Source: an optimization exercise on an open RTL-to-GDS flow (aim: small area, a short achievable clock period and few clock cycles per item). Production flows keep margins and buffers that such runs may drop.

==> flow/design.v <==
`default_nettype none
package prefix_data_pkg;
	typedef logic signed [8-1:0] lane_t;
	typedef lane_t [8-1:0] block_t;
	function automatic logic [8-1:0] lane_add(
		input logic [8-1:0] a,
		input logic [8-1:0] b
	);
		logic [8-1:0] p;
		logic [8-1:0] gen;
		logic [8-1:0] prop;
		p = a ^ b;
		gen = a & b;
		prop = p;
		for (int s = 0; (1 << s) < 8; s++) begin
			for (int i = 8 - 1; i >= 0; i--) begin
				if ((i & (1 << s)) != 0) begin
					gen[i] = gen[i] | (prop[i] & gen[((i >> s) << s) - 1]);
					prop[i] = prop[i] & prop[((i >> s) << s) - 1];
				end
			end
		end
		lane_add = p ^ {gen[8-2:0], 1'b0};
	endfunction
endpackage
`default_nettype wire
`default_nettype none
package prefix_ctrl_pkg;
	typedef logic [32-1:0] tag_t;
endpackage
`default_nettype wire
`timescale 1ns/10ps
`default_nettype none
module pipe_control (
	input wire logic clk,
	input wire logic reset,
	input wire logic valid_in,
	input wire logic ready_in,
	input wire prefix_ctrl_pkg::tag_t tag_in,
	output logic enable,
	output logic ready_out,
	output logic busy,
	output logic valid_out,
	output prefix_ctrl_pkg::tag_t tag_out
);
	logic valid_q;
	prefix_ctrl_pkg::tag_t tag_q;
	assign enable = ready_in;
	assign ready_out = ready_in;
	always_ff @(posedge clk or posedge reset) begin
		if (reset) begin
			valid_q <= 1'b0;
		end else if (enable) begin
			valid_q <= valid_in;
		end
	end
	always_ff @(posedge clk) begin
		if (enable) begin
			tag_q <= tag_in;
		end
	end
	assign busy = valid_q;
	assign valid_out = valid_q;
	assign tag_out = tag_q;
endmodule
`default_nettype wire
`timescale 1ns/10ps
`default_nettype none
module prefix_layer #(
	parameter int SPAN = 1
) (
	input wire prefix_data_pkg::block_t sums_in,
	output prefix_data_pkg::block_t sums_out
);
	localparam int W = 8;
	logic [8*W-1:0] flat_in;
	logic [8*W-1:0] flat_next;
	assign flat_in = sums_in;
	for (genvar i = 0; i < 8; i++) begin : g_lane
		if ((i & SPAN) != 0) begin : g_add
			localparam int SRC = (i / (2 * SPAN)) * (2 * SPAN) + SPAN - 1;
			assign flat_next[i*W +: W] = prefix_data_pkg::lane_add(flat_in[i*W +: W], flat_in[SRC*W +: W]);
		end else begin : g_pass
			assign flat_next[i*W +: W] = flat_in[i*W +: W];
		end
	end
	assign sums_out = flat_next;
endmodule
`default_nettype wire
`timescale 1ns/10ps
`default_nettype none
module prefix_network (
	input wire logic clk,
	input wire logic enable,
	input wire prefix_data_pkg::block_t data_in,
	output prefix_data_pkg::block_t sums
);
	localparam int W = 8;
	localparam int N = 8;
	localparam int H = N / 2;
	localparam int J = 5;
	prefix_data_pkg::block_t layer1;
	prefix_data_pkg::block_t layer2;
	prefix_layer #(.SPAN(1)) u_layer1 (.sums_in(data_in), .sums_out(layer1));
	prefix_layer #(.SPAN(2)) u_layer2 (.sums_in(layer1), .sums_out(layer2));
	logic [N*W-1:0] flat2;
	assign flat2 = layer2;
	logic [N*W-1:0] next_sums;
	logic [H-1:0] next_carry;
	logic [N*W-1:0] held_sums;
	logic [H-1:0] held_carry;
	assign next_sums[H*W-1:0] = flat2[H*W-1:0];
	for (genvar i = H; i < N; i++) begin : g_upper
		if (J == 0) begin : g_none
			assign next_sums[i*W +: W] = flat2[i*W +: W];
			assign next_carry[i-H] = 1'b0;
		end else if (J >= W) begin : g_all
			assign next_sums[i*W +: W] = flat2[i*W +: W] + flat2[(H-1)*W +: W];
			assign next_carry[i-H] = 1'b0;
		end else begin : g_part
			logic [J:0] low;
			assign low = {1'b0, flat2[i*W +: J]} + {1'b0, flat2[(H-1)*W +: J]};
			assign next_sums[i*W +: W] = {flat2[i*W+J +: W-J], low[J-1:0]};
			assign next_carry[i-H] = low[J];
		end
	end
	always_ff @(posedge clk) begin
		if (enable) begin
			held_sums <= next_sums;
		end
	end
	if (J > 0 && J < W) begin : g_carry_reg
		always_ff @(posedge clk) begin
			if (enable) begin
				held_carry <= next_carry;
			end
		end
	end else begin : g_no_carry
		assign held_carry = '0;
	end
	prefix_finish u_finish (
		.held_sums(held_sums),
		.held_carry(held_carry),
		.sums(sums)
	);
endmodule
`default_nettype wire
`timescale 1ns/10ps
`default_nettype none
module prefix_finish (
	input wire logic [8*8-1:0] held_sums,
	input wire logic [8/2-1:0] held_carry,
	output prefix_data_pkg::block_t sums
);
	localparam int W = 8;
	localparam int N = 8;
	localparam int H = N / 2;
	localparam int J = 5;
	logic [N*W-1:0] flat_out;
	assign flat_out[H*W-1:0] = held_sums[H*W-1:0];
	for (genvar i = H; i < N; i++) begin : g_finish
		if (J == 0) begin : g_none
			assign flat_out[i*W +: W] = held_sums[i*W +: W] + held_sums[(H-1)*W +: W];
		end else if (J >= W) begin : g_all
			assign flat_out[i*W +: W] = held_sums[i*W +: W];
		end else begin : g_part
			assign flat_out[i*W +: W] = {
				held_sums[i*W+J +: W-J] + held_sums[(H-1)*W+J +: W-J] + (W-J)'(held_carry[i-H]),
				held_sums[i*W +: J]
			};
		end
	end
	assign sums = flat_out;
endmodule
`default_nettype wire
`timescale 1ns/10ps
`default_nettype none
module prefix_adder_top (
	input wire logic clk,
	input wire logic reset,
	input wire logic valid_in,
	input wire logic ready_in,
	input wire prefix_ctrl_pkg::tag_t tag_in,
	input wire prefix_data_pkg::block_t data_in,
	output logic busy,
	output logic ready_out,
	output logic valid_out,
	output prefix_ctrl_pkg::tag_t tag_out,
	output prefix_data_pkg::block_t data_out
);
	logic enable;
	pipe_control u_control (
		.clk(clk),
		.reset(reset),
		.valid_in(valid_in),
		.ready_in(ready_in),
		.tag_in(tag_in),
		.enable(enable),
		.ready_out(ready_out),
		.busy(busy),
		.valid_out(valid_out),
		.tag_out(tag_out)
	);
	prefix_network u_network (
		.clk(clk),
		.enable(enable),
		.data_in(data_in),
		.sums(data_out)
	);
endmodule
`default_nettype wire
==> flow/config.mk <==
export PLATFORM = sky130hd
export DESIGN_NAME = prefix_adder_top
export DESIGN_NICKNAME = prefix_adder_top
export VERILOG_FILES = /design/flow/design.v
export SDC_FILE = /design/flow/constraint.sdc
export NUM_CORES = 4
export LEC_CHECK = 0
export ABC_AREA = 1
export CAP_MARGIN = 20
export CORE_MARGIN = 2
export CORE_UTILIZATION = 60
export CTS_BUF_LIST = sky130_fd_sc_hd__clkbuf_8
export SLEW_MARGIN = 20
==> flow/constraint.sdc <==
create_clock -name core_clock -period 4.0 [get_ports {clk}]
set_input_delay 0.8000 -clock core_clock [delete_from_list [all_inputs] [get_ports {clk}]]
set_output_delay 0.8000 -clock core_clock [all_outputs]
set_load 0.01 [all_outputs]
standard.sh (not shown) runs the stock make flow with config.mk's settings and CLKGATE_MAP_FILE= SYNTH_SCRIPT=/design/flow/synth_recipe.tcl, a recipe that flattens the netlist after the stock synthesis.
==> flow/flow/run.sh <==
#!/bin/bash
# Layout flow: the standard layout (standard.sh) with these changes, all in synthesis
# mapping or port buffering; registers, floorplan, power grid, CTS and routing are standard.
#  - ADDER_MAP_FILE is empty, so adders are left to ABC instead of full/half adder cells
#  - prefix_finish (the logic between the block register and the outputs) is kept as its own
#    module through synthesis (SYNTH_KEEP_MODULES), and flow/synth_wrap.tcl maps it with
#    flow/abc_fast.script while the rest keeps the flow's ABC script; synth_recipe.tcl then
#    flattens the design as usual
#  - port buffers start as buf_1; repair resizes them where timing needs it
# Each make run's full output goes to a log file in the work folder.
set -euo pipefail
WORK=$(pwd)
bash standard.sh \
	SYNTH_SCRIPT="$WORK/flow/synth_wrap.tcl" \
	ADDER_MAP_FILE= \
	SYNTH_KEEP_MODULES=prefix_finish \
	"BUFFER_PORTS_ARGS=-buffer_cell sky130_fd_sc_hd__buf_1" \
	finish > "$WORK/make_finish.log" 2>&1
==> flow/flow/abc_fast.script <==
strash
dch
map -D 500
topo
upsize
dnsize
==> flow/flow/synth_wrap.tcl <==
# The standard flow's synthesis script; its one ABC call is split in two: the kept module prefix_finish
# is mapped with flow/abc_fast.script, the rest of the design with the flow's own script
set flow_dir [file dirname [file normalize [info script]]]
set fast_abc_script [file join $flow_dir abc_fast.script]
proc abc {args} {
	set fast_args $args
	set i [lsearch -exact $fast_args -script]
	if { $i >= 0 } {
		lset fast_args [expr {$i + 1}] $::fast_abc_script
	}
	puts "synth_wrap: abc {*}$fast_args prefix_finish"
	yosys abc {*}$fast_args prefix_finish
	puts "synth_wrap: abc {*}$args prefix_adder_top"
	yosys abc {*}$args prefix_adder_top
}
source [file join [file dirname $flow_dir] synth_recipe.tcl]
The first run completed without violations.
Rerun with:
--- a/flow/design.v
+++ b/flow/design.v
@@ -137,11 +137,24 @@
 		end
 	end else begin : g_no_carry
 		assign held_carry = '0;
 	end
+	localparam int C = 1;
+	localparam int HB = ((5 > 0 && 5 < 8) ? 8 - 5 : 1);
+	logic [C*HB-1:0] held_top_n;
+	if (J > 0 && J < W) begin : g_top_reg
+		always_ff @(posedge clk) begin
+			if (enable) begin
+				held_top_n <= ~{C{next_sums[(H-1)*W+J +: HB]}};
+			end
+		end
+	end else begin : g_no_top
+		assign held_top_n = '1;
+	end
 	prefix_finish u_finish (
 		.held_sums(held_sums),
 		.held_carry(held_carry),
+		.held_top_n(held_top_n),
 		.sums(sums)
 	);
 endmodule
 `default_nettype wire
@@ -149,14 +162,17 @@
 `default_nettype none
 module prefix_finish (
 	input wire logic [8*8-1:0] held_sums,
 	input wire logic [8/2-1:0] held_carry,
+	input wire logic [1*((5 > 0 && 5 < 8) ? 8 - 5 : 1)-1:0] held_top_n,
 	output prefix_data_pkg::block_t sums
 );
 	localparam int W = 8;
 	localparam int N = 8;
 	localparam int H = N / 2;
 	localparam int J = 5;
+	localparam int C = 1;
+	localparam int HB = ((5 > 0 && 5 < 8) ? 8 - 5 : 1);
 	logic [N*W-1:0] flat_out;
 	assign flat_out[H*W-1:0] = held_sums[H*W-1:0];
 	for (genvar i = H; i < N; i++) begin : g_finish
 		if (J == 0) begin : g_none
@@ -164,9 +180,9 @@
 		end else if (J >= W) begin : g_all
 			assign flat_out[i*W +: W] = held_sums[i*W +: W];
 		end else begin : g_part
 			assign flat_out[i*W +: W] = {
-				held_sums[i*W+J +: W-J] + held_sums[(H-1)*W+J +: W-J] + (W-J)'(held_carry[i-H]),
+				held_sums[i*W+J +: W-J] + ~held_top_n[((i-H)*C/H)*HB +: W-J] + (W-J)'(held_carry[i-H]),
 				held_sums[i*W +: J]
 			};
 		end
 	end
Sequential share of layout area grows by 0.41 points.
Die area grows by about 2%.
Sequential cell count grows by 3.
Setup slack gains 0.036 ns.
Clock skew is unchanged.
Utilization grows by 0.71 points.
Area after synthesis grows by 2.0%.
Function was not checked in any run of this note: the RTL went through the layout flow alone.

what the ideal ports hide:
Ports are ideal in the flow. The routed layouts listed here were re-timed in OpenROAD.
Step 1: set_driving_cell puts a clkbuf_16 on clk and a buf_2 on each other input, an assumption about the parent block.
Step 2 moves the port delays by t, midway between the first and last clock arrival at a register: inputs arrive t later, outputs are due t later. That takes back most of the time a late clock gives input paths.
Slacks: ideal / step 1 / step 2; pairs: ideal / step 1.
run | shift t [ns] | slack for setup (ns) | clock arrival spread, ns | slew at the worst register clock pin (ns)
the first run | 0.406 | 1.400 / 1.364 / 1.145 | 0.014 / 0.014 | 0.10 / 0.10
the second run | 0.412 | 1.436 / 1.402 / 1.115 | 0.015 / 0.015 | 0.11 / 0.11
After both steps every run listed still meets setup and hold. For the second run, which loses most, drivers alone change the setup slack by -0.034 ns; drivers and shift together by -0.321 ns.
